What follows belongs to an exercise in optimizing a design on an open flow for small area and a short achievable clock period; a production flow would make more cautious choices. Function was checked by simulation only, so behaviour that the tests miss may differ from the original. Power and IR drop assume default switching activity.

### flow/design.v
module write_back_regfile #(
    parameter logic [31:0] SP_INIT = 32'h0000_1000
) (
    input  logic        clk_40,
    input  logic        rst_n_40,
    input  logic        valid_in_40,
    input  logic        stall_40,
    input  logic [5:0]  opcode_in_40,
    input  logic [5:0]  src_reg_in_40,
    input  logic [5:0]  dest_reg_in_40,
    input  logic [5:0]  targ_reg_in_40,
    input  logic [31:0] mem_out1_40,
    input  logic [31:0] mem_out2_40,
    output logic        wb_en_40,
    output logic [4:0]  wb_addr_40,
    output logic [31:0] wb_data_40,
    output logic [31:0] retire_cnt_40,
    output logic [31:0] r0,  output logic [31:0] r1,  output logic [31:0] r2,  output logic [31:0] r3,
    output logic [31:0] r4,  output logic [31:0] r5,  output logic [31:0] r6,  output logic [31:0] r7,
    output logic [31:0] r8,  output logic [31:0] r9,  output logic [31:0] r10, output logic [31:0] r11,
    output logic [31:0] r12, output logic [31:0] r13, output logic [31:0] r14, output logic [31:0] r15,
    output logic [31:0] r16, output logic [31:0] r17, output logic [31:0] r18, output logic [31:0] r19,
    output logic [31:0] r20, output logic [31:0] r21, output logic [31:0] r22, output logic [31:0] r23,
    output logic [31:0] r24, output logic [31:0] r25, output logic [31:0] r26, output logic [31:0] r27,
    output logic [31:0] r28, output logic [31:0] r29, output logic [31:0] r30, output logic [31:0] r31
);
    localparam int unsigned NREGS   = 32;
    localparam logic [5:0]  OP_NOPE = 6'b111111;
    localparam logic [4:0]  SP_IDX  = 5'd27;
    logic [31:0] regs [1:NREGS-1];
    logic [5:0]  dec_idx;
    logic        dec_has;
    logic        wr;
    logic        acc;
    logic        retire_pend;
    logic [NREGS-1:1] row_en;
    always_comb begin
        dec_idx = 6'd0;
        dec_has = 1'b0;
        unique case (opcode_in_40)
            6'b110001, 6'b100111: begin
                dec_idx = dest_reg_in_40;
                dec_has = 1'b1;
            end
            6'b000100, 6'b011111, 6'b010111: begin
                dec_idx = targ_reg_in_40;
                dec_has = 1'b1;
            end
            6'b000000: begin
                dec_idx = 6'd31;
                dec_has = 1'b1;
            end
            default: begin
                dec_idx = 6'd0;
                dec_has = 1'b0;
            end
        endcase
        acc = valid_in_40 && !stall_40;
        wr  = acc && dec_has && !dec_idx[5] && (dec_idx[4:0] != 5'd0);
        for (int i = 1; i < NREGS; i++) begin
            row_en[i] = wr && (dec_idx[4:0] == 5'(i));
        end
    end
    always_ff @(posedge clk_40 or negedge rst_n_40) begin
        if (!rst_n_40) begin
            wb_en_40    <= 1'b0;
            wb_addr_40  <= 5'd0;
            wb_data_40  <= 32'd0;
            retire_pend <= 1'b0;
        end else begin
            wb_en_40    <= wr;
            wb_addr_40  <= wr ? dec_idx[4:0] : 5'd0;
            wb_data_40  <= wr ? mem_out1_40 : 32'd0;
            retire_pend <= acc && (opcode_in_40 != OP_NOPE);
        end
    end
    for (genvar g = 1; g < NREGS; g++) begin : g_reg
        always_ff @(posedge clk_40 or negedge rst_n_40) begin
            if (!rst_n_40) begin
                regs[g] <= (5'(g) == SP_IDX) ? SP_INIT : 32'd0;
            end else if (row_en[g]) begin
                regs[g] <= mem_out1_40;
            end
        end
    end
    always_ff @(posedge clk_40 or negedge rst_n_40) begin
        if (!rst_n_40) begin
            retire_cnt_40 <= 32'd0;
        end else if (retire_pend) begin
            retire_cnt_40 <= retire_cnt_40 + 32'd1;
        end
    end
    assign r0  = 32'd0;
    assign r1  = regs[1];  assign r2  = regs[2];  assign r3  = regs[3];
    assign r4  = regs[4];  assign r5  = regs[5];  assign r6  = regs[6];  assign r7  = regs[7];
    assign r8  = regs[8];  assign r9  = regs[9];  assign r10 = regs[10]; assign r11 = regs[11];
    assign r12 = regs[12]; assign r13 = regs[13]; assign r14 = regs[14]; assign r15 = regs[15];
    assign r16 = regs[16]; assign r17 = regs[17]; assign r18 = regs[18]; assign r19 = regs[19];
    assign r20 = regs[20]; assign r21 = regs[21]; assign r22 = regs[22]; assign r23 = regs[23];
    assign r24 = regs[24]; assign r25 = regs[25]; assign r26 = regs[26]; assign r27 = regs[27];
    assign r28 = regs[28]; assign r29 = regs[29]; assign r30 = regs[30]; assign r31 = regs[31];
endmodule
### flow/config.mk
export PLATFORM = sky130hd
export DESIGN_NAME = write_back_regfile
export DESIGN_NICKNAME = write_back_regfile
export VERILOG_FILES = /design/flow/design.v
export SDC_FILE = /design/flow/constraint.sdc
export NUM_CORES = 4
export LEC_CHECK = 0
export CAP_MARGIN = 20
export CORE_AREA = 5 5 435 435
export DIE_AREA = 0 0 440 440
export SLEW_MARGIN = 20
### flow/run.sh
#!/bin/bash
# synth_recipe.tcl (not shown) runs the flow's synth.tcl, then flattens the netlist and writes it again
# the make line also repeats each setting of config.mk as NAME=value (left out here)
make -C /OpenROAD-flow-scripts/flow DESIGN_CONFIG=/design/flow/config.mk WORK_HOME=/design/flow/orfs CLKGATE_MAP_FILE= SYNTH_SCRIPT=/design/flow/synth_recipe.tcl finish
### flow/constraint.sdc
create_clock -name core_clock -period 4.0 [get_ports {clk_40}]
set_input_delay 0.8000 -clock core_clock [delete_from_list [all_inputs] [get_ports {clk_40}]]
set_output_delay 0.8000 -clock core_clock [all_outputs]
set_load 0.01 [all_outputs]
==> results of run 1 <==
## worst reg2reg max path, cell delays in order, from the launching register on
cell	delay [ps]
dfrtp_1	470
ha_1	230
nand3_1	150
nor3_1	490
nand2_1	230
nor3_1	540
nand4_1	180
xnor2_1	160
## cell usage after synthesis, drive strengths merged
library cell / instances / area (um^2)
nor2: 17 / 78.8
and4: 1 / 8.76
nand4: 9 / 56.3
o221ai: 1 / 26.3
dfstp: 1 / 26.3
buf: 128 / 798
nand2b: 2 / 12.5
clkbuf: 100 / 375
nor4b: 2 / 30.0
a31oi: 1 / 6.26
xor2: 11 / 96.3
xnor2: 20 / 175
dfrtp: 1062 / 26600
and3: 6 / 37.5
mux2: 993 / 11200
nor3: 6 / 41.3
conb: 1 / 3.75
or4: 1 / 11.3
a211oi: 1 / 12.5
nand2: 23 / 116
a21oi: 3 / 30.0
ha: 1 / 12.5
a221oi: 5 / 91.3
and2: 36 / 225
nor4: 4 / 85.1
o21a: 1 / 7.51
nand3b: 3 / 22.5
a221o: 3 / 30.0
nand3: 28 / 140
or3b: 1 / 8.76
nor2b: 3 / 18.8
## cells by family (layout without fill, tap and decap cells)
group                    Yosys count  in the layout  synth area share [%]
flip-flops                      1063           1063                  65.9
multiplexers                     993            993                  27.8
buffers and inverters            228           1465                  2.91
AND/OR/NAND/NOR                  142            142                  2.21
XOR/XNOR                          31             31                 0.672
AO/OA/AOI/OAI                     15             15                 0.505
adder cells (fa/ha/maj)            1              1                0.0310
other                              1             44               0.00929
## final timing paths
| kind | slack [ps] | endpoint | depth (start not counted) | from |
|---|---|---|---|---|
| max | 570 | regs[18][3] | 9 | opcode_in_40[1] |
| min | 50 | regs[9][11] | 1 | rst_n_40 |
| max reg2reg | 1440 | retire_cnt_40[30] | 7 | retire_cnt_40[0] |
| min reg2reg | 470 | retire_cnt_40[31] | 1 | retire_cnt_40[31] |
| max in group asynchronous | 2640 | regs[21][23] | 2 | rst_n_40 |
| min in group core_clock | 470 | retire_cnt_40[31] | 1 | retire_cnt_40[31] |
## cell type report
| type | instances | share of cell area [%] |
|---|---|---|
| Antenna cell | 12 | 0.0508 |
| Clock inverter | 32 | 0.671 |
| Tap cell | 2464 | 5.21 |
| Multi-Input combinational cell | 1214 | 21.8 |
| Sequential cell | 1063 | 45.0 |
| Clock buffer | 173 | 5.60 |
| Timing Repair Buffer | 1260 | 21.7 |
## stage by stage
stage	hold slack, ps	TNS (ps)	cell area (um^2)	utilization [%]
after floorplan	504	0	40500	-
after global placement	462	-25190	55400	30.2
after detailed placement	465	-28230	55400	30.2
after CTS	52.9	0	59100	32.2
after global routing	63.8	0	59100	32.2
final	45.6	0	59100	32.2
## routing by layer
layer  vias to the layer above  global-route usage, %
met1                     13900                   18.1
met2                       864                   29.4
met4                         2                   5.81
met3                       248                   4.56
li1                      11000                      -
met5                         -                      0
## power by group through the flow
stage,sequential [mW],clock (mW),combinational [mW]
after floorplan,11.1,0,0.250
final,10.9,10.5,1.02
after global routing,10.9,11.2,1.12
after detailed placement,11.1,0,1.07
after global placement,11.1,0,1.06
after CTS,10.9,10.8,1.07
## state kept, by name (all words and copies together), names as in the netlist
register and flops:
wb_data_40 32, wb_en_40 1, wb_addr_40 5, regs 992
retire_cnt_40 32, retire_pend 1
==> results.txt, run 1 <==
routed wire length=162 mm; fin. max-slew vios=0; Resized cells post-CTS=0; # rows=157; YS warnings=2; Comb pwr share=4.5%; unrepaired setup endpoints after global routing=false; most common cell after layout, fill and taps aside=clkdlybuf4s50_1; Vias=26000; Num CTS Buffers=113; Cell Area, Synth=40400 um^2; clk root buf=clkbuf_16; register area=26600 um^2; delay-heaviest family, CP=compound AO/OA/AOI/OAI gates; Worst Tran Pin Value=1060 ps; final cell count without fillers=6218; dpl hpwl=116 mm; CP max-delay cell=a221oi_1; largest net degree at the start of global routing=87; most frequent CP cell=buf_12; Sw Ratio=23.6%; Antenna Violating Nets Remaining=0; CP Capture Type=register; CTS sink cnt=1063; M1 WL=60.6 mm; top layer in use=met5; met2 WL=84.9 mm; Net Sw Power=5.29 mW; total of max-cap violations=0; Power Total=22.4 mW; drt initial violations=1370; CP required=4620 ps; initial core utilization=22.0%; CP Launch Type=input port; CTS clk-pin slew, worst paths=60 ps; placed instance count=6001; aggregate global-route resource usage=16.2%; grt total ovfl=0; Die ar.=194000 um^2; wire per inst=26.1 um; height of the die=440 um; clock latency on the worst-skew pair=760 ps; clk_skew=47.6 ps; Leakage Power=28.1 nW; crit path DAT=4050 ps; Critical Setup Path Class=in2reg; hold-fix buffers at CTS=0; number of global-route vias before repair=27300; Netlist cell types=43; met3 routed WL=10.7 mm; Via-to-Cell Ratio=4.18; clock power share=46.7%; Power Dens Cells=379 nW/um^2; #FFs+latches synth=1063; status=no timing/DRC/antenna violations; Port Buffers=1115; # fillers=18300; Max H-tree Level=3; Fin. Hold Viols=0; Tmin final=3430 ps; Final setup viols=0; max_slew headroom=29.6%; Seq pwr share=48.7%; CP peak stage delay=850 ps; Max Freq=292 MHz; share of cells above drive strength 1=34.2%; internal power=17.1 mW; VDD IR max=0.352 mV; CTS tree=built; final critical-path setup slack=572 ps; nets@finish=3745; Die W=440 um; Mean Syn Cell Area=16.3 um^2; post-synthesis instance total=2474; first-pass GRT wire length=222 mm; commonest non-fill, non-tap cells in the layout=clkdlybuf4s50_1, dfrtp_1, mux2_2; Worst Path Buf+Inv=3; drt drc=0; clock buffer depth=3; area occupied by multi-input gates=12900 um^2; area grow syn2layout=46.5%; post-synthesis sequential area ratio=65.9%; initial antenna violation count=12; CP max FO=10; crit share post-route=85.7%; DR pass1 iterations=5; setup repair bufs after CTS=0; Setup WS pre-CTS=-276 ps; Core Region=183000 um^2; I/O pin count=1186; worst min path class=in2async; gp weighted congestion=0.799; worst-path cell chain=clkdlybuf4s50_1, or3b_1, a21oi_2, a221oi_1, nand2b_1, nor4_4, buf_12, buf_12, mux2_2
==> run 2: changes to the inputs <==
--- a/flow/design.v
+++ b/flow/design.v
@@ -34,31 +34,22 @@
     logic        acc;
     logic        retire_pend;
     logic [NREGS-1:1] row_en;
+    logic sel_d, sel_t, sel_c;
+    logic [NREGS-1:1] hit_d, hit_t;
     always_comb begin
-        dec_idx = 6'd0;
-        dec_has = 1'b0;
-        unique case (opcode_in_40)
-            6'b110001, 6'b100111: begin
-                dec_idx = dest_reg_in_40;
-                dec_has = 1'b1;
-            end
-            6'b000100, 6'b011111, 6'b010111: begin
-                dec_idx = targ_reg_in_40;
-                dec_has = 1'b1;
-            end
-            6'b000000: begin
-                dec_idx = 6'd31;
-                dec_has = 1'b1;
-            end
-            default: begin
-                dec_idx = 6'd0;
-                dec_has = 1'b0;
-            end
-        endcase
+        sel_d = (opcode_in_40 == 6'b110001) || (opcode_in_40 == 6'b100111);
+        sel_t = (opcode_in_40 == 6'b000100) || (opcode_in_40 == 6'b011111) ||
+                (opcode_in_40 == 6'b010111);
+        sel_c = (opcode_in_40 == 6'b000000);
+        dec_idx = sel_d ? dest_reg_in_40 : sel_t ? targ_reg_in_40 : 6'd31;
+        dec_has = sel_d || sel_t || sel_c;
         acc = valid_in_40 && !stall_40;
         wr  = acc && dec_has && !dec_idx[5] && (dec_idx[4:0] != 5'd0);
         for (int i = 1; i < NREGS; i++) begin
-            row_en[i] = wr && (dec_idx[4:0] == 5'(i));
+            hit_d[i] = (dest_reg_in_40 == 6'(i));
+            hit_t[i] = (targ_reg_in_40 == 6'(i));
+            row_en[i] = acc && ((sel_d && hit_d[i]) || (sel_t && hit_t[i]) ||
+                                (sel_c && (i == 31)));
         end
     end
     always_ff @(posedge clk_40 or negedge rst_n_40) begin
==> flow/flow/run.sh (new file) <==
#!/bin/bash
# The standard layout, with two changes: the port buffers are the smallest
# plain buffer (buf_1) instead of the delay buffer buffer_ports picks, and
# pins may sit on adjacent tracks so that the die can be smaller.
set -euo pipefail
bash standard.sh \
  "BUFFER_PORTS_ARGS=-buffer_cell sky130_fd_sc_hd__buf_1" \
  "PLACE_PINS_ARGS=-min_distance 1 -min_distance_in_tracks" \
  finish > make.log 2>&1
==> flow/standard.sh (new file) <==
#!/bin/bash
# synth_recipe.tcl (not shown) runs the flow's synth.tcl, then flattens the netlist and writes it again
# the make line also repeats each setting of config.mk as NAME=value (left out here)
make -C /OpenROAD-flow-scripts/flow DESIGN_CONFIG=/design/flow/config.mk WORK_HOME=/design/flow/orfs CLKGATE_MAP_FILE= SYNTH_SCRIPT=/design/flow/synth_recipe.tcl "${@:-finish}"
--- a/flow/config.mk
+++ b/flow/config.mk
@@ -6,6 +6,7 @@
 export NUM_CORES = 4
 export LEC_CHECK = 0
 export CAP_MARGIN = 20
-export CORE_AREA = 5 5 435 435
-export DIE_AREA = 0 0 440 440
+export CORE_AREA = 5 5 295 295
+export DIE_AREA = 0 0 300 300
+export SETUP_SLACK_MARGIN = 1.8
 export SLEW_MARGIN = 20
removed: flow/run.sh
==> results.txt, run 2 <==
Seq pwr share=48.4% (-0.3 points); Worst Tran Pin Value=1120 ps (+68.4 ps); Main synth FF type=dfrtp_1; worst setup path startpoint=opcode_in_40[1]; wire per inst=30.5 um (+17%); fin. max-slew vios=0 (unchanged); Largest regs=regs: 992 flops, retire_cnt_40: 32 flops, wb_data_40: 32 flops; post-synthesis sequential area ratio=65.2% (-0.65 points); CP Capture Type=register; worst-path cell chain=buf_2, and3b_2, buf_4, o21ai_4, o32a_4, mux2_2; reg2reg setup slack=2120 ps (+680 ps); register area=26600 um^2 (about the same); unrepaired setup endpoints after global routing=true; area occupied by multi-input gates=15100 um^2 (+18%); status=no timing/DRC/antenna violations; CP max FO=32 (+22); initial antenna violation count=16 (+4); RR Endpoint=retire_cnt_40[19]; most flop-heavy register=regs; CTS clk-pin slew, worst paths=60 ps (about the same); max reg flops=992 (unchanged); count leader, synth=dfrtp_1; Via-to-Cell Ratio=5.65 (+35%); grt total ovfl=0 (unchanged); CP required=4520 ps (-100 ps); share of cells above drive strength 1=36.7% (+2.5 points); # rows=106 (-32%); commonest non-fill, non-tap cells in the layout=buf_1, dfrtp_1, mux2_2; dpl hpwl=105 mm (-9.6%); clk root buf=clkbuf_16; worst hold margin=183 ps (+138 ps); Layout Utilization=63.0% (+31 points); max_slew headroom=25.0% (-4.6 points); worst min path class=in2async; gp weighted congestion=0.897 (+12%); drt drc=0 (unchanged); VDD IR max=0.391 mV (+11%); aggregate global-route resource usage=32.1% (+16 points); Synth area leader=dfrtp_1; Fin. Hold Viols=0 (unchanged); Num CTS Buffers=110 (-2.7%); I/O pin count=1186 (unchanged); Critical Setup Path Class=in2reg; routed wire length=149 mm (-7.9%); Sw Ratio=23.0% (-0.56 points); total of max-cap violations=0 (unchanged); Die ar.=90000 um^2 (-54%); crit share post-route=56.4% (-29 points); top post-synthesis cells by count=dfrtp_1, mux2_2, clkbuf_1; leading post-synthesis cells by cell area=dfrtp_1, mux2_2, clkbuf_1, buf_2, a211oi_1; Max Freq=443 MHz (+52%); height of the die=300 um (-32%); FF-to-FF path depth=4 (-3); share of the synthesized area in the top cell type=65.2% (-0.65 points); hold-fix buffers at CTS=0 (unchanged); Netlist cell types=55 (+28%); clk_skew=6.95 ps (-40.6 ps); most common cell after layout, fill and taps aside=buf_1; clock buffer depth=3 (unchanged); internal power=17.5 mW (+2.4%); clock latency on the worst-skew pair=660 ps (-100 ps); CP max-delay cell=o32a_4; CTS tree=built; Cell Area, Synth=40800 um^2 (+0.99%); # fillers=6449 (-65%); CP peak stage delay=560 ps (-290 ps); area grow syn2layout=29.0%; Final setup viols=0 (unchanged); Post-synth EDFFs=0 (unchanged); Antenna Violating Nets Remaining=0 (unchanged); crit path DAT=2780 ps (-1270 ps); Power Total=22.8 mW (+1.6%); CP Launch Type=input port; Net Sw Power=5.25 mW (-0.75%); first-pass GRT wire length=212 mm (-4.6%); Comb pwr share=5.0% (+0.5 points); Leakage Power=25.7 nW (-8.7%); Max H-tree Level=3 (unchanged); number of global-route vias before repair=28700 (+5.4%); clock power share=46.5% (-0.2 points); YS warnings=2 (unchanged); Core Region=83600 um^2 (-54%); DR pass1 iterations=5 (unchanged); post-synthesis instance total=2586 (+4.5%); Vias=27600 (+6.3%); nets@finish=3803 (+1.5%); Reg-to-Reg Start=retire_cnt_40[6]; setup_tns=0 ps (unchanged); Mean Syn Cell Area=15.8 um^2 (-3.4%); drt initial violations=1869 (+36%); CTS sink cnt=1063 (unchanged); Die W=300 um (-32%); Tmin final=2260 ps (-1170 ps); Power Dens Cells=433 nW/um^2 (+14%); largest net degree at the start of global routing=140 (+61%); #FFs+latches synth=1063 (unchanged); Port Buffers=1115 (unchanged); initial core utilization=48.8% (+27 points); asr flop ratio synth=100% (unchanged)
-- run 2: cell types whose count changed after synthesis, sizes merged, moves of 6 or more --
cell / delta
and2: -33
a211oi: +33
a22oi: +7
nor4: +6
inv: +37
clkbuf: +34
o211ai: +8
nand3: -15
buf: -20
o2111ai: +7
o22ai: +20
-- run 2: how the worst max path moves through the flow --
stage | end | slack, ps | cells after the start
after floorplan | wb_data_40[14] | 1350 | 6
after global placement | regs[20][10] | 540 | 6
after detailed placement | regs[20][10] | 460 | 6
after CTS | regs[6][0] | 1800 | 7
after global routing | regs[15][16] | 1700 | 6
final | regs[15][16] | 1740 | 6
-- run 2: power by group through the flow --
stage / sequential [mW] / combinational [mW] / clock, mW
after floorplan: 11.3 / 0.407 / 0
after global placement: 11.2 / 1.10 / 0
after detailed placement: 11.2 / 1.13 / 0
after CTS: 11.0 / 1.14 / 10.8
after global routing: 11.1 / 1.23 / 11.2
final: 11.0 / 1.15 / 10.6
-- run 2: routing by layer --
metal  part of all wire (%)  vias to the layer above  wire length, um  GRT usage, %
met5                  0.042                        -               63             0
met4                    7.5                       10            11200          19.5
met3                     11                      400            16800          13.9
met2                     42                     1408            63000          45.5
met1                     39                    14500            58100          40.9
li1                       -                    11300                -             -
-- run 2: per-stage QoR --
stage / instances / area [um^2] / setup WS (ps)
finish: 4892 / 52600 / 1740
global placement: 4648 / 48200 / 539
CTS: 4873 / 52400 / 1800
global route: 4888 / 52600 / 1700
detailed placement: 4650 / 48200 / 455
floorplan: 2617 / 43200 / 1350
-- run 2: cells by family after synthesis --
logic type	after synthesis	synth area share (%)
flops	1063	65.2
other cells	1	0.00920
simple gates	121	1.74
mux	993	27.4
compound gates	97	1.81
buf+inv	279	3.09
xor+xnor	31	0.666
fa+ha+maj	1	0.0307
-- run 2: area by class of cell --
cell class	count	share of cell area, %
Inverter	37	0.264
Clock inverter	39	0.923
Antenna cell	10	0.0476
Sequential cell	1063	50.6
Multi-Input combinational cell	1275	28.8
Timing Repair Buffer	1223	10.5
Tap cell	1080	2.57
Clock buffer	165	6.30
-- run 2: timing repair --
item                                    CTS  global route
gates cloned                              2             1
gates resized for setup                  37            30
setup endpoints to repair              1031           773
endpoints found under the hold margin     0             0
buffers inserted                         17             8
pin swaps                                14            10
-- run 2: critical path: cells and delay by family --
| family | cells | cell delay [ps] |
|---|---|---|
| buf+inv | 2 | 340 |
| simple gates | 1 | 290 |
| compound gates | 2 | 870 |
| mux | 1 | 400 |
==> run 3: changes to the inputs <==
--- a/flow/config.mk
+++ b/flow/config.mk
@@ -7,6 +7,8 @@
 export LEC_CHECK = 0
 export CAP_MARGIN = 20
 export CORE_AREA = 5 5 295 295
+export CTS_CLUSTER_DIAMETER = 80
+export CTS_CLUSTER_SIZE = 30
 export DIE_AREA = 0 0 300 300
 export SETUP_SLACK_MARGIN = 1.8
 export SLEW_MARGIN = 20
==> results.txt, run 3 <==
status=no timing/DRC/antenna violations; largest net degree at the start of global routing=140 (unchanged); Seq pwr share=60.2% (+12 points); leading post-synthesis cells by cell area=dfrtp_1, mux2_2, clkbuf_1, buf_2, a211oi_1; Largest regs=regs: 992 flops, retire_cnt_40: 32 flops, wb_data_40: 32 flops; Core Region=83600 um^2 (unchanged); most flop-heavy register=regs; number of global-route vias before repair=27900 (-2.8%); Mean Syn Cell Area=15.8 um^2 (unchanged); max reg flops=992 (unchanged); M3 GR Usage=12.8% (-1.0 points); total of max-cap violations=0 (unchanged); Vias=27300 (-1.0%); unrepaired setup endpoints after global routing=true; CP Launch Type=input port; worst min path class=in2async; final critical-path setup slack=1800 ps (+58.7 ps); largest family of logic cells by synthesized area=multiplexers; gp weighted congestion=0.897 (unchanged); CTS tree=built; Post-synth EDFFs=0 (unchanged); Reg-to-Reg Start=retire_cnt_40[6]; internal power=13.8 mW (-22%); multiplexer share of the synthesized area=27.4% (unchanged); DR pass1 iterations=5 (unchanged); routed wire length=150 mm (+0.21%); Fin. Hold Viols=0 (unchanged); Cell Area, Synth=40800 um^2 (unchanged); FF-to-FF path depth=4 (unchanged); Via-to-Cell Ratio=5.72 (+1.2%); Antenna Violating Nets Remaining=0 (unchanged); YS warnings=2 (unchanged); Num CTS Buffers=47 (-57%); Critical Setup Path Class=in2reg; I/O pin count=1186 (unchanged); height of the die=300 um (unchanged); share of the synthesized area in the top cell type=65.2% (unchanged); VDD IR max=0.383 mV (-2.1%); drt initial violations=1898 (+1.6%); clock latency on the worst-skew pair=650 ps (about the same); initial core utilization=48.8% (unchanged); CP max FO=32 (unchanged); asr flop ratio synth=100% (unchanged); crit path DAT=2730 ps (-50 ps); most used routing layer=met2; fin. max-slew vios=0 (unchanged); nets@finish=3755 (-1.3%); commonest non-fill, non-tap cells in the layout=buf_1, dfrtp_1, mux2_2; Worst Tran Pin Value=1160 ps (+38.4 ps); Netlist cell types=55 (unchanged); wire per inst=31.3 um (+2.5%); count leader, synth=dfrtp_1; reg2reg setup slack=2140 ps (+20 ps); CP Capture Type=register; RR Endpoint=retire_cnt_40[22]; Port Buffers=1115 (unchanged); Synth Area in XOR/XNOR=0.666% (unchanged); placed instance count=4650 (unchanged); crit share post-route=55.0% (-1.5 points); clock buffer depth=3 (unchanged); clk root buf=clkbuf_16; post-synthesis sequential area ratio=65.2% (unchanged); max_slew headroom=22.5% (-2.6 points); Max Freq=455 MHz (+2.7%); initial antenna violation count=14 (-2); CTS sink cnt=1063 (unchanged); clk_skew=8.56 ps (+1.60 ps); most common cell after layout, fill and taps aside=buf_1; #FFs+latches synth=1063 (unchanged); Die W=300 um (unchanged); Main synth FF type=dfrtp_1; Net Sw Power=4.54 mW (-13%); Leakage Power=24.7 nW (-4.0%); Final Instance Area=50700 um^2 (-3.6%); post-synthesis instance total=2586 (unchanged); dpl hpwl=105 mm (unchanged); Synth Area in Compound Gates=1.81% (unchanged); simple-gate share of the synthesized area=1.74% (unchanged); Power Dens Cells=361 nW/um^2 (-17%); Sw Ratio=24.8% (+1.8 points); DP Area=48200 um^2 (unchanged); Max H-tree Level=2 (-1); drt drc=0 (unchanged); Power Total=18.3 mW (-20%); Final setup viols=0 (unchanged); share of cells above drive strength 1=35.4% (-1.3 points); Post-Synth Adder-Cell Area=0.0307% (unchanged); # rows=106 (unchanged); top post-synthesis cells by count=dfrtp_1, mux2_2, clkbuf_1; area grow syn2layout=24.3%; final cell count without fillers=4784 (-2.2%); first-pass GRT wire length=210 mm (-1.1%); Setup WS pre-CTS=455 ps (unchanged); setup_tns=0 ps (unchanged); met1 global-route usage=41.0% (+0.095 points); CP required=4530 ps (about the same); Synth area leader=dfrtp_1; Tmin final=2200 ps (-58.7 ps); CTS clk-pin slew, worst paths=110 ps (+50 ps); aggregate global-route resource usage=31.7% (-0.37 points); clock power share=33.4% (-13 points); Die ar.=90000 um^2 (unchanged); Comb pwr share=6.3% (+1.3 points); met2 Use GR=45.6% (about the same); grt total ovfl=0 (unchanged)
==> run 3: cell types whose count changed in the layout (fill, tap and decap cells not counted), moves of 3 or more <==
cell / before / now
clkbuf_16: 113 / 54
clkbuf_8: 31 / 2
clkinv_2: 24 / 2
clkbuf_1: 22 / 5
bufinv_16: 9 / 2
buf_12: 29 / 34
clkinvlp_4: 1 / 6
inv_8: 0 / 4
buf_4: 62 / 65
buf_8: 2 / 5
clkinv_4: 0 / 3
clkinv_8: 0 / 3
==> run 3: what timing repair did <==
item                                     CTS  global route
hold buffers                               0             0
gates cloned                               4             8
resized for setup                         53            31
pin swaps                                 18             8
endpoints found under the setup margin  1031           569
buffers inserted                          22             9
==> run 3: how the worst max path moves through the flow <==
stage | startpoint | depth (start not counted) | endpoint
floorplan | opcode_in_40[2] | 6 | wb_data_40[14]
global placement | opcode_in_40[1] | 6 | regs[20][10]
detailed placement | opcode_in_40[1] | 6 | regs[20][10]
CTS | opcode_in_40[3] | 7 | regs[10][28]
global route | opcode_in_40[2] | 7 | regs[7][18]
finish | opcode_in_40[2] | 8 | regs[13][9]
==> run 3: through the flow <==
| stage | hold slack (ps) | util [%] |
|---|---|---|
| CTS | 179 | 60.2 |
| finish | 190 | 60.7 |
| detailed placement | 478 | 57.7 |
| global placement | 463 | 57.7 |
| floorplan | 504 | - |
| global route | 187 | 60.7 |
==> run 3: logic make-up (layout without fill, tap and decap cells) <==
| kind of cell | Yosys count | after routing |
|---|---|---|
| XOR/XNOR | 31 | 31 |
| AND/OR/NAND/NOR | 121 | 121 |
| buffers and inverters | 279 | 1352 |
| flip-flops | 1063 | 1063 |
| AO/OA/AOI/OAI | 97 | 101 |
| adder cells (fa/ha/maj) | 1 | 1 |
| other | 1 | 42 |
| multiplexers | 993 | 993 |
==> run 3: layer usage <==
layer	wire length (um)	share of wire (%)
met5	52	0.035
met4	10800	7.2
met3	16400	11
met2	63400	42
met1	58900	39
==> run 3: worst max-delay path: stages <==
cell	delay, ps
buf_2	160
and3b_2	260
buf_4	160
o2111ai_4	350
buf_12	170
o22a_2	150
buf_12	230
mux2_2	370
==> run 3: final cells by class <==
type	instances	area, um^2
inverter	37	139
sequential	1063	26600
clock buffer	56	1270
antenna	10	25.0
timing repair buffer	1234	5750
tap	1080	1350
clock inverter	25	298
multi-input combinational	1279	15300
fill	6594	32900
==> run 3: power by group through the flow <==
| stage | clock (mW) | sequential (mW) | combinational, mW |
|---|---|---|---|
| global placement | 0 | 11.2 | 1.10 |
| finish | 6.12 | 11.0 | 1.16 |
| CTS | 6.24 | 11.0 | 1.15 |
| global route | 6.61 | 11.0 | 1.24 |
| floorplan | 0 | 11.3 | 0.407 |
| detailed placement | 0 | 11.2 | 1.13 |
==> run 4: changes to the inputs <==
--- a/flow/design.v
+++ b/flow/design.v
@@ -65,12 +65,24 @@
             retire_pend <= acc && (opcode_in_40 != OP_NOPE);
         end
     end
+    logic [NREGS-1:1] row_hold;
+    assign row_hold = ~row_en;
     for (genvar g = 1; g < NREGS; g++) begin : g_reg
+        logic [31:0] nxt;
+        for (genvar b = 0; b < 32; b++) begin : g_bit
+            wb_rf_hold u_sel (
+                .wr  (row_en[g]),
+                .hold(row_hold[g]),
+                .d   (mem_out1_40[b]),
+                .q   (regs[g][b]),
+                .nxt (nxt[b])
+            );
+        end
         always_ff @(posedge clk_40 or negedge rst_n_40) begin
             if (!rst_n_40) begin
                 regs[g] <= (5'(g) == SP_IDX) ? SP_INIT : 32'd0;
-            end else if (row_en[g]) begin
-                regs[g] <= mem_out1_40;
+            end else begin
+                regs[g] <= nxt;
             end
         end
     end
@@ -91,3 +103,12 @@
     assign r24 = regs[24]; assign r25 = regs[25]; assign r26 = regs[26]; assign r27 = regs[27];
     assign r28 = regs[28]; assign r29 = regs[29]; assign r30 = regs[30]; assign r31 = regs[31];
 endmodule
+module wb_rf_hold (
+    input  logic wr,
+    input  logic hold,
+    input  logic d,
+    input  logic q,
+    output logic nxt
+);
+    assign nxt = (wr & d) | (hold & q);
+endmodule
--- a/flow/config.mk
+++ b/flow/config.mk
@@ -6,9 +6,10 @@
 export NUM_CORES = 4
 export LEC_CHECK = 0
 export CAP_MARGIN = 20
-export CORE_AREA = 5 5 295 295
+export CORE_AREA = 5 5 345 345
 export CTS_CLUSTER_DIAMETER = 80
-export CTS_CLUSTER_SIZE = 30
-export DIE_AREA = 0 0 300 300
+export CTS_CLUSTER_SIZE = 28
+export DIE_AREA = 0 0 350 350
 export SETUP_SLACK_MARGIN = 1.8
 export SLEW_MARGIN = 20
+export SYNTH_HIERARCHICAL = 1
==> results.txt, run 4 <==
CP Launch Type=input port; Tmin final=2250 ps (+55.0 ps); Num CTS Buffers=51 (+8.5%); Die W=350 um (+17%); asr flop ratio synth=100% (unchanged); Antenna Violating Nets Remaining=0 (unchanged); clock latency on the worst-skew pair=700 ps (+50 ps); share of cells above drive strength 1=12.4% (-23 points); unrepaired setup endpoints after global routing=true; nets@finish=3839 (+2.2%); VDD IR max=0.289 mV (-25%); hold-fix buffers at CTS=0 (unchanged); Max H-tree Level=2 (unchanged); # rows=124 (+17%); Die ar.=123000 um^2 (+36%); first-pass GRT wire length=247 mm (+18%); routed wire length=188 mm (+26%); CTS clk-pin slew, worst paths=110 ps (about the same); Core Region=115000 um^2 (+37%); Net Sw Power=4.98 mW (+9.7%); CP max FO=8 (-75%); top post-synthesis cells by count=dfrtp_1, a22o_1, inv_1; initial core utilization=33.0% (-16 points); commonest non-fill, non-tap cells in the layout=dfrtp_1, buf_1, a22o_1; max reg flops=992 (unchanged); internal power=13.9 mW (+1.3%); aggregate global-route resource usage=28.1% (-3.6 points); post-synthesis instance total=2422 (-6.3%); CP max-delay cell=or4_4; multiplexer share of the synthesized area=0.0298% (-27 points); Leakage Power=22.4 nW (-9.1%); most common cell after layout, fill and taps aside=dfrtp_1; CTS sink cnt=1063 (unchanged); area grow syn2layout=28.9%; CP required=4610 ps (+80 ps); Main synth FF type=dfrtp_1; initial antenna violation count=21 (+7); met2 Use GR=40.5% (-5.1 points); #FFs+latches synth=1063 (unchanged); Layout Utilization=42.5% (-18 points); CTS tree=built; Port Buffers=1115 (unchanged); clock power share=34.6% (+1.2 points); grt total ovfl=0 (unchanged); crit path DAT=2870 ps (+140 ps); number of global-route vias before repair=30400 (+8.8%); Via-to-Cell Ratio=6.04 (+5.6%); Largest regs=regs: 992 flops, retire_cnt_40: 32 flops, wb_data_40: 32 flops; Synth Area in XOR/XNOR=0.719% (+0.053 points); Fin. Hold Viols=0 (unchanged); Seq pwr share=58.3% (-1.9 points); Power Dens Cells=388 nW/um^2 (+7.6%); Worst Tran Pin Value=1170 ps (+7.31 ps); Cell Area, Synth=37800 um^2 (-7.3%); crit share post-route=56.4% (+1.4 points); M3 GR Usage=9.86% (-3.0 points); clk root buf=clkbuf_16; largest net degree at the start of global routing=158 (+13%); met1 global-route usage=37.2% (-3.7 points); leading post-synthesis cells by cell area=dfrtp_1, a22o_1, o22a_1, a211oi_2, buf_4; dpl hpwl=117 mm (+12%); Final setup viols=0 (unchanged); share of the synthesized area in the top cell type=70.3% (+5.2 points); Mean Syn Cell Area=15.6 um^2 (-1.1%); fin. max-slew vios=0 (unchanged); worst min path class=in2async; Post-synth EDFFs=0 (unchanged); drt initial violations=3263 (+72%); most flop-heavy register=regs; most used routing layer=met2; YS warnings=9 (+7); Critical Setup Path Class=in2reg; Vias=32000 (+17%); simple-gate share of the synthesized area=1.97% (+0.23 points); wire per inst=35.5 um (+14%); setup_tns=0 ps (unchanged); total of max-cap violations=0 (unchanged); largest family of logic cells by synthesized area=compound AO/OA/AOI/OAI gates; post-synthesis sequential area ratio=70.4% (+5.2 points); CP Capture Type=register; worst-path cell chain=buf_2, nor3b_4, o21ai_2, or4_4, buf_12, o22ai_4, buf_12, buf_16, a22o_1; CP peak stage delay=610 ps (+240 ps); max_slew headroom=22.0% (-0.49 points); count leader, synth=dfrtp_1; Post-Synth Adder-Cell Area=0.0331% (+0.0024 points); drt drc=0 (unchanged); Netlist cell types=55 (unchanged); Sw Ratio=26.3% (+1.5 points); I/O pin count=1186 (unchanged); Max Freq=444 MHz (-2.4%); gp weighted congestion=0.892 (-0.53%); most frequent CP cell=buf_12; Synth Area in Compound Gates=25.5% (+24 points); Comb pwr share=7.1% (+0.8 points); status=no timing/DRC/antenna violations; clk_skew=23.6 ps (+15.0 ps); clock buffer depth=3 (unchanged); Synth area leader=dfrtp_1; height of the die=350 um (+17%); DR pass1 iterations=29 (+24)
run 4: critical path: cells and delay by family:
kind | cells | cell delay [ps]
AO/OA/AOI/OAI | 3 | 440
buffers and inverters | 4 | 700
AND/OR/NAND/NOR | 2 | 900
run 4: timing repair:
item                                    CTS  global route
setup buffers                            19            27
endpoints found under the setup margin  974           948
resized for setup                       102           106
pin swaps                                 7            42
cloned                                   15            26
run 4: final timing paths:
check / start / endpoint / depth (start not counted) / slack, ps
setup / recovery: opcode_in_40[5] / regs[12][1] / 9 / 1750
hold / removal: rst_n_40 / regs[4][18] / 1 / 160
hold reg to reg: regs[5][22] / regs[5][22] / 1 / 500
setup reg to reg: retire_cnt_40[10] / retire_cnt_40[31] / 4 / 2080
max in group asynchronous: rst_n_40 / regs[14][23] / 2 / 2530
min in group core_clock: opcode_in_40[2] / retire_pend / 2 / 390
run 4: cell families after synthesis:
group,count (synthesis)
compound gates,1102
flops,1063
simple gates,124
buf+inv,99
xor+xnor,31
fa+ha+maj,1
other cells,1
mux,1
run 4: cell type report:
cell class / instances / area, um^2
flip-flops and latches: 1063 / 26600
fillers: 10800 / 65900
repair inverters: 4 / 30.0
clock inverters: 23 / 360
well taps: 1512 / 1890
inverters: 38 / 158
clock buffers: 54 / 1330
repair buffers: 1271 / 6250
diodes: 16 / 40.0
multi-input cells: 1317 / 12000
run 4: per-stage QoR:
stage | setup WS [ps] | hold WS (ps) | cell area [um^2] | power [mW] | std cells
after floorplan | 1050 | 504 | 38500 | 11.6 | 2453
after global placement | 482 | 477 | 45100 | 12.5 | 5118
after detailed placement | 451 | 478 | 45100 | 12.5 | 5118
after CTS | 1600 | 142 | 47600 | 19.0 | 5229
after global routing | 1680 | 154 | 48700 | 19.5 | 5286
final | 1750 | 158 | 48700 | 18.9 | 5298
run 4: Yosys stat by module (local to each module, per instance):
module,area [um^2],cells inside
wb_rf_hold,8.76,1
write_back_regfile,29100,1430
run 4: power by group through the flow:
stage | Combinational [mW] | Sequential (mW) | Clock, mW
after floorplan | 0.259 | 11.3 | 0
after global placement | 1.27 | 11.2 | 0
after detailed placement | 1.28 | 11.2 | 0
after CTS | 1.31 | 11.0 | 6.62
after global routing | 1.41 | 11.1 | 7.01
final | 1.35 | 11.0 | 6.54
run 4: per-layer routing:
metal  part of all wire (%)  up-vias
met3                     11      545
met5                  0.043        -
li1                       -    12400
met2                     42     2300
met4                    6.6        4
met1                     40    16700
==> run 5: changes to the inputs <==
--- a/flow/design.v
+++ b/flow/design.v
@@ -29,29 +29,47 @@
     localparam logic [4:0]  SP_IDX  = 5'd27;
     logic [31:0] regs [1:NREGS-1];
     logic [5:0]  dec_idx;
-    logic        dec_has;
     logic        wr;
     logic        acc;
     logic        retire_pend;
     logic [NREGS-1:1] row_en;
-    logic sel_d, sel_t, sel_c;
+    logic [4:0] op_hit;      
+    logic       g_d, g_t, g_c;
     logic [NREGS-1:1] hit_d, hit_t;
+    logic [5:0] op, op_n;
+    logic       acc_lit_v, acc_lit_s;
+    assign op        = opcode_in_40;
+    assign op_n      = ~opcode_in_40;
+    assign acc_lit_v = valid_in_40;
+    assign acc_lit_s = ~stall_40;
+    wb_match #(8) u_op0 (.x({acc_lit_v, acc_lit_s, op[5],   op[4],   op_n[3], op_n[2], op_n[1], op[0]}),   .y(op_hit[0]));
+    wb_match #(8) u_op1 (.x({acc_lit_v, acc_lit_s, op[5],   op_n[4], op_n[3], op[2],   op[1],   op[0]}),   .y(op_hit[1]));
+    wb_match #(8) u_op2 (.x({acc_lit_v, acc_lit_s, op_n[5], op_n[4], op_n[3], op[2],   op_n[1], op_n[0]}), .y(op_hit[2]));
+    wb_match #(7) u_op3 (.x({acc_lit_v, acc_lit_s, op_n[5], op[4],            op[2],   op[1],   op[0]}),   .y(op_hit[3]));
+    wb_match #(8) u_op4 (.x({acc_lit_v, acc_lit_s, op_n[5], op_n[4], op_n[3], op_n[2], op_n[1], op_n[0]}), .y(g_c));
+    assign g_d = op_hit[0] | op_hit[1];
+    assign g_t = op_hit[2] | op_hit[3];
+    for (genvar g = 1; g < NREGS; g++) begin : g_hit
+        wb_match #(6) u_hd (.x(~(dest_reg_in_40 ^ 6'(g))), .y(hit_d[g]));
+        wb_match #(6) u_ht (.x(~(targ_reg_in_40 ^ 6'(g))), .y(hit_t[g]));
+    end
     always_comb begin
-        sel_d = (opcode_in_40 == 6'b110001) || (opcode_in_40 == 6'b100111);
-        sel_t = (opcode_in_40 == 6'b000100) || (opcode_in_40 == 6'b011111) ||
-                (opcode_in_40 == 6'b010111);
-        sel_c = (opcode_in_40 == 6'b000000);
-        dec_idx = sel_d ? dest_reg_in_40 : sel_t ? targ_reg_in_40 : 6'd31;
-        dec_has = sel_d || sel_t || sel_c;
         acc = valid_in_40 && !stall_40;
-        wr  = acc && dec_has && !dec_idx[5] && (dec_idx[4:0] != 5'd0);
-        for (int i = 1; i < NREGS; i++) begin
-            hit_d[i] = (dest_reg_in_40 == 6'(i));
-            hit_t[i] = (targ_reg_in_40 == 6'(i));
-            row_en[i] = acc && ((sel_d && hit_d[i]) || (sel_t && hit_t[i]) ||
-                                (sel_c && (i == 31)));
-        end
+        dec_idx = g_d ? dest_reg_in_40 : g_t ? targ_reg_in_40 : 6'd31;
+        wr  = (g_d && !dest_reg_in_40[5] && (dest_reg_in_40[4:0] != 5'd0)) ||
+              (g_t && !targ_reg_in_40[5] && (targ_reg_in_40[4:0] != 5'd0)) || g_c;
     end
+    logic [NREGS-1:1] row_hold;
+    for (genvar g = 1; g < NREGS - 1; g++) begin : g_row
+        wb_row_en u_en (
+            .a1(g_d), .a2(hit_d[g]), .b1(g_t), .b2(hit_t[g]), .en(row_en[g])
+        );
+        wb_row_hold u_hold (
+            .a1(g_d), .a2(hit_d[g]), .b1(g_t), .b2(hit_t[g]), .hold(row_hold[g])
+        );
+    end
+    assign row_en[NREGS-1]   = (g_d && hit_d[NREGS-1]) || (g_t && hit_t[NREGS-1]) || g_c;
+    assign row_hold[NREGS-1] = !row_en[NREGS-1];
     always_ff @(posedge clk_40 or negedge rst_n_40) begin
         if (!rst_n_40) begin
             wb_en_40    <= 1'b0;
@@ -65,8 +83,6 @@
             retire_pend <= acc && (opcode_in_40 != OP_NOPE);
         end
     end
-    logic [NREGS-1:1] row_hold;
-    assign row_hold = ~row_en;
     for (genvar g = 1; g < NREGS; g++) begin : g_reg
         logic [31:0] nxt;
         for (genvar b = 0; b < 32; b++) begin : g_bit
@@ -112,3 +128,29 @@
 );
     assign nxt = (wr & d) | (hold & q);
 endmodule
+module wb_match #(
+    parameter int N = 6
+) (
+    input  logic [N-1:0] x,
+    output logic         y
+);
+    assign y = &x;
+endmodule
+module wb_row_en (
+    input  logic a1,
+    input  logic a2,
+    input  logic b1,
+    input  logic b2,
+    output logic en
+);
+    assign en = (a1 & a2) | (b1 & b2);
+endmodule
+module wb_row_hold (
+    input  logic a1,
+    input  logic a2,
+    input  logic b1,
+    input  logic b2,
+    output logic hold
+);
+    assign hold = ~((a1 & a2) | (b1 & b2));
+endmodule
==> results.txt, run 5 <==
status=no timing/DRC/antenna violations; internal power=13.8 mW (-0.73%); worst-path cell chain=buf_1, buf_4, nand4_1, nor2_1, a221o_4, clkinvlp_4, buf_4, a22o_1; initial core utilization=33.3% (+0.35 points); worst min path class=in2async; Die W=350 um (unchanged); share of cells above drive strength 1=9.15% (-3.3 points); CTS clk-pin slew, worst paths=110 ps (about the same); Power Dens Cells=397 nW/um^2 (+2.3%); gp weighted congestion=0.916 (+2.7%); count leader, synth=dfrtp_1; #FFs+latches synth=1063 (unchanged); largest net degree at the start of global routing=114 (-28%); Worst Tran Pin Value=1020 ps (-147 ps); routed wire length=174 mm (-7.7%); Net Sw Power=4.92 mW (-1.3%); drt drc=0 (unchanged); RR Endpoint=retire_cnt_40[31]; drt initial violations=3118 (-4.4%); max reg flops=992 (unchanged); Cell Area, Synth=38200 um^2 (+1.1%); CP max FO=34 (+26); reg2reg setup slack=1910 ps (-170 ps); total of max-cap violations=0 (unchanged); area grow syn2layout=23.6%; clock power share=34.1% (-0.5 points); DP Area=45300 um^2 (+0.47%); FF-to-FF path depth=4 (unchanged); most frequent CP cell=buf_4; wire per inst=32.4 um (-8.9%); Post-synth EDFFs=0 (unchanged); Mean Syn Cell Area=15.2 um^2 (-2.7%); hold-fix buffers at CTS=0 (unchanged); most common cell after layout, fill and taps aside=dfrtp_1; clk root buf=clkbuf_16; Final setup viols=0 (unchanged); CP Launch Type=input port; post-synthesis sequential area ratio=69.7% (-0.74 points); Final Instance Area=47200 um^2 (-3.1%); Netlist cell types=32 (-42%); Sw Ratio=26.2% (-0.12 points); Main synth FF type=dfrtp_1; Port Buffers=1115 (unchanged); share of the synthesized area in the top cell type=69.6% (-0.74 points); Seq pwr share=58.9% (+0.6 points); clk_skew=23.2 ps (-0.329 ps); initial antenna violation count=13 (-38%); Reg-to-Reg Start=retire_pend; max_slew headroom=31.8% (+9.8 points); top post-synthesis cells by count=dfrtp_1, a22o_1, nand4_1; YS warnings=9 (unchanged); CP peak stage delay=500 ps (-110 ps); aggregate global-route resource usage=27.1% (-1.1 points); crit path DAT=2900 ps (+30 ps); Core Region=115000 um^2 (unchanged); leading post-synthesis cells by cell area=dfrtp_1, a22o_1, nand4_1, a22oi_2, nor2_1; clock latency on the worst-skew pair=680 ps (-20 ps); setup_tns=0 ps (unchanged); DR pass1 iterations=25 (-14%); clock buffer depth=3 (unchanged); Num CTS Buffers=51 (unchanged); unrepaired setup endpoints after global routing=true; CTS tree=built; VDD IR max=0.274 mV (-5.1%); Comb pwr share=7.0% (about the same); height of the die=350 um (unchanged); CTS sink cnt=1063 (unchanged); dpl hpwl=117 mm (-0.60%); CP required=4570 ps (-40 ps); Synth area leader=dfrtp_1; grt total ovfl=0 (unchanged); Leakage Power=22.2 nW (-1.1%); nets@finish=3913 (+1.9%); Max Freq=428 MHz (-3.5%); Critical Setup Path Class=in2reg; first-pass GRT wire length=241 mm (-2.6%); CP Capture Type=register; Max H-tree Level=2 (unchanged); # fillers=10900 (+0.98%); Largest regs=regs: 992 flops, retire_cnt_40: 32 flops, wb_data_40: 32 flops; Vias=31400 (-1.9%); crit share post-route=58.4% (+2.0 points); Tmin final=2330 ps (+80.6 ps); Antenna Violating Nets Remaining=0 (unchanged); worst setup path startpoint=targ_reg_in_40[2]; Via-to-Cell Ratio=5.85 (-3.1%); most flop-heavy register=regs; asr flop ratio synth=100% (unchanged); Crit path depth=8 (-1); commonest non-fill, non-tap cells in the layout=dfrtp_1, buf_1, a22o_1; # rows=124 (unchanged); post-synthesis instance total=2516 (+3.9%); CP max-delay cell=a221o_4; number of global-route vias before repair=30300 (-0.23%); end of the critical path=regs[31][1]; I/O pin count=1186 (unchanged); Worst Path Buf+Inv=4 (unchanged); fin. max-slew vios=0 (unchanged); worst hold margin=234 ps (+76.6 ps); Die ar.=123000 um^2 (unchanged); Fin. Hold Viols=0 (unchanged); delay-heaviest family, CP=buffers and inverters
## run 5: cell types whose count changed after synthesis, sizes merged, moves of 30 or more
| cell | before | now |
|---|---|---|
| a22o | 992 | 1022 |
| nand2 | 15 | 75 |
| nand4 | 15 | 82 |
| nor2 | 16 | 77 |
| o22a | 30 | 0 |
| o22ai | 30 | 0 |
## run 5: repair_timing
item	CTS	global route
resized for setup	30	48
cloned	1	0
endpoints found under the setup margin	1006	729
pin swaps	0	2
setup buffers	4	1
## run 5: how the worst min path moves through the flow
stage | from | endpoint | slack (ps)
final | rst_n_40 | regs[3][31] | 230
after CTS | rst_n_40 | regs[3][31] | 210
after global placement | regs[7][10] | regs[7][10] | 480
after global routing | rst_n_40 | regs[3][31] | 230
after floorplan | rst_n_40 | regs[10][0] | 500
after detailed placement | regs[6][30] | regs[6][30] | 480
## run 5: modules after synthesis, one instance, submodules excluded, excerpt
module	flops+latches	cells inside
wb_rf_hold	0	1
wb_row_hold	0	1
wb_row_en	0	1
write_back_regfile	1063	1263
## run 5: per-layer routing
layer	wire [um]	track usage, %
met5	168	0.847
met4	14200	18.1
met1	67900	34.9
met2	72700	38.3
met3	18500	9.52
## run 5: cell type report
class / count / area (um^2) / area share (%)
inverters: 23 / 119 / 0.252
well taps: 1512 / 1890 / 4.01
repair buffers: 1256 / 5470 / 11.6
clock inverters: 18 / 285 / 0.605
clock buffers: 61 / 1360 / 2.87
flip-flops and latches: 1063 / 26600 / 56.4
repair inverters: 1 / 7.51 / 0.0159
diodes: 7 / 17.5 / 0.0371
multi-input cells: 1424 / 11400 / 24.2
## run 5: cells by family (layout without fill, tap and decap cells)
family          count (synthesis)  after routing  share of synthesized area, %
simple gates                  298            298                          4.02
other cells                     1             39                       0.00982
compound gates               1061           1061                          24.6
buf+inv                        60           1359                         0.924
flops                        1063           1063                          69.7
mux                             1              1                        0.0295
xor+xnor                       31             31                         0.711
fa+ha+maj                       1              1                        0.0328
## run 5: power by group through the flow
stage	registers, mW	logic [mW]	clock network (mW)
6_report	11.0	1.32	6.39
5_1_grt	11.1	1.40	6.89
4_1_cts	11.0	1.32	6.53
3_5_place_dp	11.2	1.31	0
3_3_place_gp	11.2	1.30	0
2_1_floorplan	11.3	0.271	0
## run 5: stage by stage
stage | total power, mW | util [%] | worst slack, ps | cells
2_1_floorplan | 11.6 | - | 704 | 2547
3_3_place_gp | 12.5 | 39.5 | 554 | 5273
3_5_place_dp | 12.6 | 39.5 | 526 | 5273
4_1_cts | 18.9 | 41.1 | 1770 | 5357
5_1_grt | 19.4 | 41.1 | 1610 | 5362
6_report | 18.8 | 41.2 | 1670 | 5365
==> run 6: changes to the inputs <==
--- a/flow/design.v
+++ b/flow/design.v
@@ -68,8 +68,14 @@
             .a1(g_d), .a2(hit_d[g]), .b1(g_t), .b2(hit_t[g]), .hold(row_hold[g])
         );
     end
-    assign row_en[NREGS-1]   = (g_d && hit_d[NREGS-1]) || (g_t && hit_t[NREGS-1]) || g_c;
-    assign row_hold[NREGS-1] = !row_en[NREGS-1];
+    wb_row31_en u_en31 (
+        .a1(g_d), .a2(hit_d[NREGS-1]), .b1(g_t), .b2(hit_t[NREGS-1]), .c(g_c),
+        .en(row_en[NREGS-1])
+    );
+    wb_row31_hold u_hold31 (
+        .a1(g_d), .a2(hit_d[NREGS-1]), .b1(g_t), .b2(hit_t[NREGS-1]), .c(g_c),
+        .hold(row_hold[NREGS-1])
+    );
     always_ff @(posedge clk_40 or negedge rst_n_40) begin
         if (!rst_n_40) begin
             wb_en_40    <= 1'b0;
@@ -154,3 +160,23 @@
 );
     assign hold = ~((a1 & a2) | (b1 & b2));
 endmodule
+module wb_row31_en (
+    input  logic a1,
+    input  logic a2,
+    input  logic b1,
+    input  logic b2,
+    input  logic c,
+    output logic en
+);
+    assign en = (a1 & a2) | (b1 & b2) | c;
+endmodule
+module wb_row31_hold (
+    input  logic a1,
+    input  logic a2,
+    input  logic b1,
+    input  logic b2,
+    input  logic c,
+    output logic hold
+);
+    assign hold = ~((a1 & a2) | (b1 & b2) | c);
+endmodule
==> results.txt, run 6 <==
CTS sink cnt=1063 (unchanged); #FFs+latches synth=1063 (unchanged); Cell Area, Synth=38200 um^2 (+0.10%); internal power=14.0 mW (+0.94%); commonest non-fill, non-tap cells in the layout=dfrtp_1, buf_1, a22o_1; CTS clk-pin slew, worst paths=110 ps (about the same); most used routing layer=met2; VDD IR max=0.507 mV (+85%); leading post-synthesis cells by cell area=dfrtp_1, a22o_1, nand4_1, a22oi_2, nor2_1; Tmin final=2160 ps (-177 ps); FF-to-FF path depth=5 (+1); asr flop ratio synth=100% (unchanged); clk_skew=16.9 ps (-6.28 ps); Port Buffers=1115 (unchanged); Die ar.=123000 um^2 (unchanged); Netlist cell types=33 (+3.1%); Seq pwr share=58.4% (-0.5 points); total of max-cap violations=0 (unchanged); CP peak stage delay=580 ps (+80 ps); status=no timing/DRC/antenna violations; post-synthesis sequential area ratio=69.6% (-0.073 points); Synth area leader=dfrtp_1; worst min path class=in2async; Critical Setup Path Class=in2reg; met1 global-route usage=35.3% (+0.37 points); drt drc=0 (unchanged); nets@finish=3932 (+0.49%); Main synth FF type=dfrtp_1; # rows=124 (unchanged); YS warnings=9 (unchanged); CP Launch Type=input port; CP required=4530 ps (-40 ps); CP max FO=32 (-5.9%); Leakage Power=22.2 nW (about the same); wire per inst=32.3 um (-0.16%); Reg-to-Reg Start=retire_cnt_40[0]; Layout Utilization=41.5% (+0.36 points); unrepaired setup endpoints after global routing=false; Comb pwr share=7.3% (+0.3 points); setup_tns=0 ps (unchanged); CP max-delay cell=clkdlybuf4s15_2; clock power share=34.3% (+0.2 points); clock buffer depth=3 (unchanged); drt initial violations=2884 (-7.5%); end of the critical path=regs[3][5]; number of global-route vias before repair=30100 (-0.84%); clock latency on the worst-skew pair=680 ps (about the same); routed wire length=174 mm (+0.10%); Antenna Violating Nets Remaining=0 (unchanged); worst setup path startpoint=targ_reg_in_40[4]; Largest regs=regs: 992 flops, retire_cnt_40: 32 flops, wb_data_40: 32 flops; CP Capture Type=register; Worst Tran Pin Value=1180 ps (+155 ps); count leader, synth=dfrtp_1; Final setup viols=0 (unchanged); DP Area=45400 um^2 (+0.26%); Sw Ratio=26.2% (-0.041 points); Via-to-Cell Ratio=5.83 (-0.24%); most common cell after layout, fill and taps aside=dfrtp_1; aggregate global-route resource usage=27.0% (-0.10 points); Core Region=115000 um^2 (unchanged); DR pass1 iterations=8 (-68%); grt total ovfl=0 (unchanged); largest net degree at the start of global routing=127 (+11%); area grow syn2layout=24.5%; Num CTS Buffers=52 (+2.0%); met2 Use GR=38.4% (+0.085 points); most flop-heavy register=regs; Die W=350 um (unchanged); crit path DAT=2690 ps (-210 ps); max_slew headroom=21.5% (-10 points); crit share post-route=53.9% (-4.4 points); share of the synthesized area in the top cell type=69.5% (-0.073 points); Final Instance Area=47600 um^2 (+0.89%); clk root buf=clkbuf_16; height of the die=350 um (unchanged); post-synthesis instance total=2519 (+0.12%); Net Sw Power=4.95 mW (+0.73%); max reg flops=992 (unchanged); fin. max-slew vios=0 (unchanged); M3 GR Usage=8.98% (-0.54 points); worst hold margin=174 ps (-60.6 ps); Post-synth EDFFs=0 (unchanged); share of cells above drive strength 1=9.81% (+0.66 points); worst-path cell chain=clkdlybuf4s15_2, clkinvlp_4, buf_4, nand4_1, nor2_1, a22o_4, a22o_1; first-pass GRT wire length=239 mm (-0.71%); Mean Syn Cell Area=15.2 um^2 (about the same); RR Endpoint=retire_cnt_40[26]; Vias=31400 (+0.022%); Max Freq=463 MHz (+8.2%); Fin. Hold Viols=0 (unchanged); initial antenna violation count=14 (+1); Max H-tree Level=2 (unchanged); I/O pin count=1186 (unchanged); reg2reg setup slack=2080 ps (+170 ps); gp weighted congestion=0.895 (-2.3%); dpl hpwl=115 mm (-1.2%); top post-synthesis cells by count=dfrtp_1, a22o_1, nand4_1; initial core utilization=33.3% (+0.035 points); Power Dens Cells=397 nW/um^2 (about the same); CTS tree=built
## run 6: cell types whose count changed after synthesis, moves of 2 or more
cell | previous run | this run
and3_1 | 7 | 4
nor4_1 | 0 | 2
xor2_1 | 9 | 4
and2_1 | 0 | 3
xnor2_1 | 22 | 27
nand4_1 | 80 | 85
and4_1 | 2 | 0
## run 6: cell families after synthesis
family	share of synthesized area (%)
multiplexers	0.0295
other	0.00981
buffers and inverters	0.893
XOR/XNOR	0.710
AND/OR/NAND/NOR	4.11
AO/OA/AOI/OAI	24.6
adder cells (fa/ha/maj)	0.0327
flip-flops	69.6
## run 6: final cells by class
cell class	count	area (um^2)
repair buffers	1270	5730
diodes	4	10.0
clock inverters	17	318
fillers	10900	67100
multi-input cells	1430	11500
inverters	22	158
flip-flops and latches	1063	26600
well taps	1512	1890
clock buffers	61	1410
## run 6: worst min path at each step
stage                       from  cells past startpoint                 to  slack [ps]
3_3_place_gp         regs[25][7]                      1        regs[25][7]         480
5_1_grt                 rst_n_40                      1        regs[6][28]         150
4_1_cts                 rst_n_40                      1        regs[6][28]         150
3_5_place_dp   retire_cnt_40[31]                      1  retire_cnt_40[31]         470
2_1_floorplan           rst_n_40                      0        regs[10][0]         500
6_report                rst_n_40                      1        regs[6][28]         170
## run 6: stage by stage
| stage | power (mW) | setup WS (ps) | std cells |
|---|---|---|---|
| 2_1_floorplan | 11.6 | 671 | 2550 |
| 3_3_place_gp | 12.6 | 421 | 5279 |
| 3_5_place_dp | 12.6 | 418 | 5279 |
| 4_1_cts | 19.0 | 1800 | 5367 |
| 5_1_grt | 19.5 | 1800 | 5376 |
| 6_report | 18.9 | 1840 | 5379 |
## run 6: power groups by stage
stage | combinational (mW) | sequential [mW] | clock (mW)
global placement | 1.32 | 11.3 | 0
global route | 1.46 | 11.1 | 7.00
finish | 1.38 | 11.0 | 6.49
detailed placement | 1.33 | 11.3 | 0
CTS | 1.36 | 11.0 | 6.64
floorplan | 0.280 | 11.3 | 0
## run 6: what timing repair did
| action | CTS | global route |
|---|---|---|
| pin swaps | 2 | 2 |
| cloned | 1 | 0 |
| hold buffers | 0 | 0 |
| resized for setup | 46 | 57 |
| buffers inserted | 9 | 8 |
| endpoints found under the setup margin | 1044 | 856 |
## run 6: layer usage
| layer | vias up | wire [um] |
|---|---|---|
| li1 | 12600 | - |
| met1 | 16300 | 68200 |
| met2 | 1982 | 73600 |
| met3 | 515 | 18300 |
| met4 | 4 | 13500 |
| met5 | - | 95 |
## run 6: per-module statistics from Yosys (local to each module, per instance), excerpt
module              area (um^2)  copies in the design
wb_row_en                  8.76                    30
wb_row_hold                12.5                    30
wb_row31_hold              15.0                     1
wb_rf_hold                 8.76                   992
wb_row31_en                10.0                     1
write_back_regfile        27900                     1
## run 6: critical path: cells and delay by family
family / cells / cell delay (ps)
buffers and inverters: 3 / 990
AND/OR/NAND/NOR: 2 / 180
AO/OA/AOI/OAI: 2 / 690

-- separate check: timing with driven ports --
No port has a modelled driver above. Below, the same layouts with a new extraction and two added sets of constraints. Step 1 (the two cells are an assumption about what drives the block):
set clk [get_ports {clk_40}]
set_driving_cell -lib_cell sky130_fd_sc_hd__clkbuf_16 $clk
set_driving_cell -lib_cell sky130_fd_sc_hd__buf_2 [delete_from_list [all_inputs] $clk]
Step 2 adds t to the input delays and takes it off the output delays; t is the mean of the earliest and latest rising clock arrival at the registers after step 1. Input paths then give back, and output paths get back, about the clock's delay inside the block. a / b / c = ideal / step 1 / step 2; a / b = the first two.
| run | t, ns | setup slack, ns | hold slack, ns | worst setup path at the end | slew at the worst register clock pin (ns) |
|---|---|---|---|---|---|
| run 1 | 0.812 | 0.572 / 0.579 / -0.233 | 0.046 / 0.025 / 0.473 | input to register | 0.07 / 0.07 |
| run 2 | 0.724 | 1.742 / 1.721 / 0.996 | 0.183 / 0.143 / 0.492 | input to register | 0.07 / 0.07 |
| run 3 | 0.700 | 1.801 / 1.748 / 1.048 | 0.190 / 0.149 / 0.495 | input to register | 0.12 / 0.12 |
| run 4 | 0.740 | 1.746 / 1.695 / 0.955 | 0.158 / 0.122 / 0.499 | input to register | 0.11 / 0.11 |
| run 5 | 0.730 | 1.665 / 1.585 / 0.855 | 0.234 / 0.200 / 0.499 | input to register | 0.11 / 0.11 |
| run 6 | 0.723 | 1.842 / 1.782 / 1.063 | 0.174 / 0.139 / 0.486 | input to register | 0.11 / 0.11 |
With both steps, setup timing fails in run 1, where it was met with ideal ports. The setup slack of run 5, which loses most, moves by -0.080 ns with the drivers and by -0.810 ns with both steps.
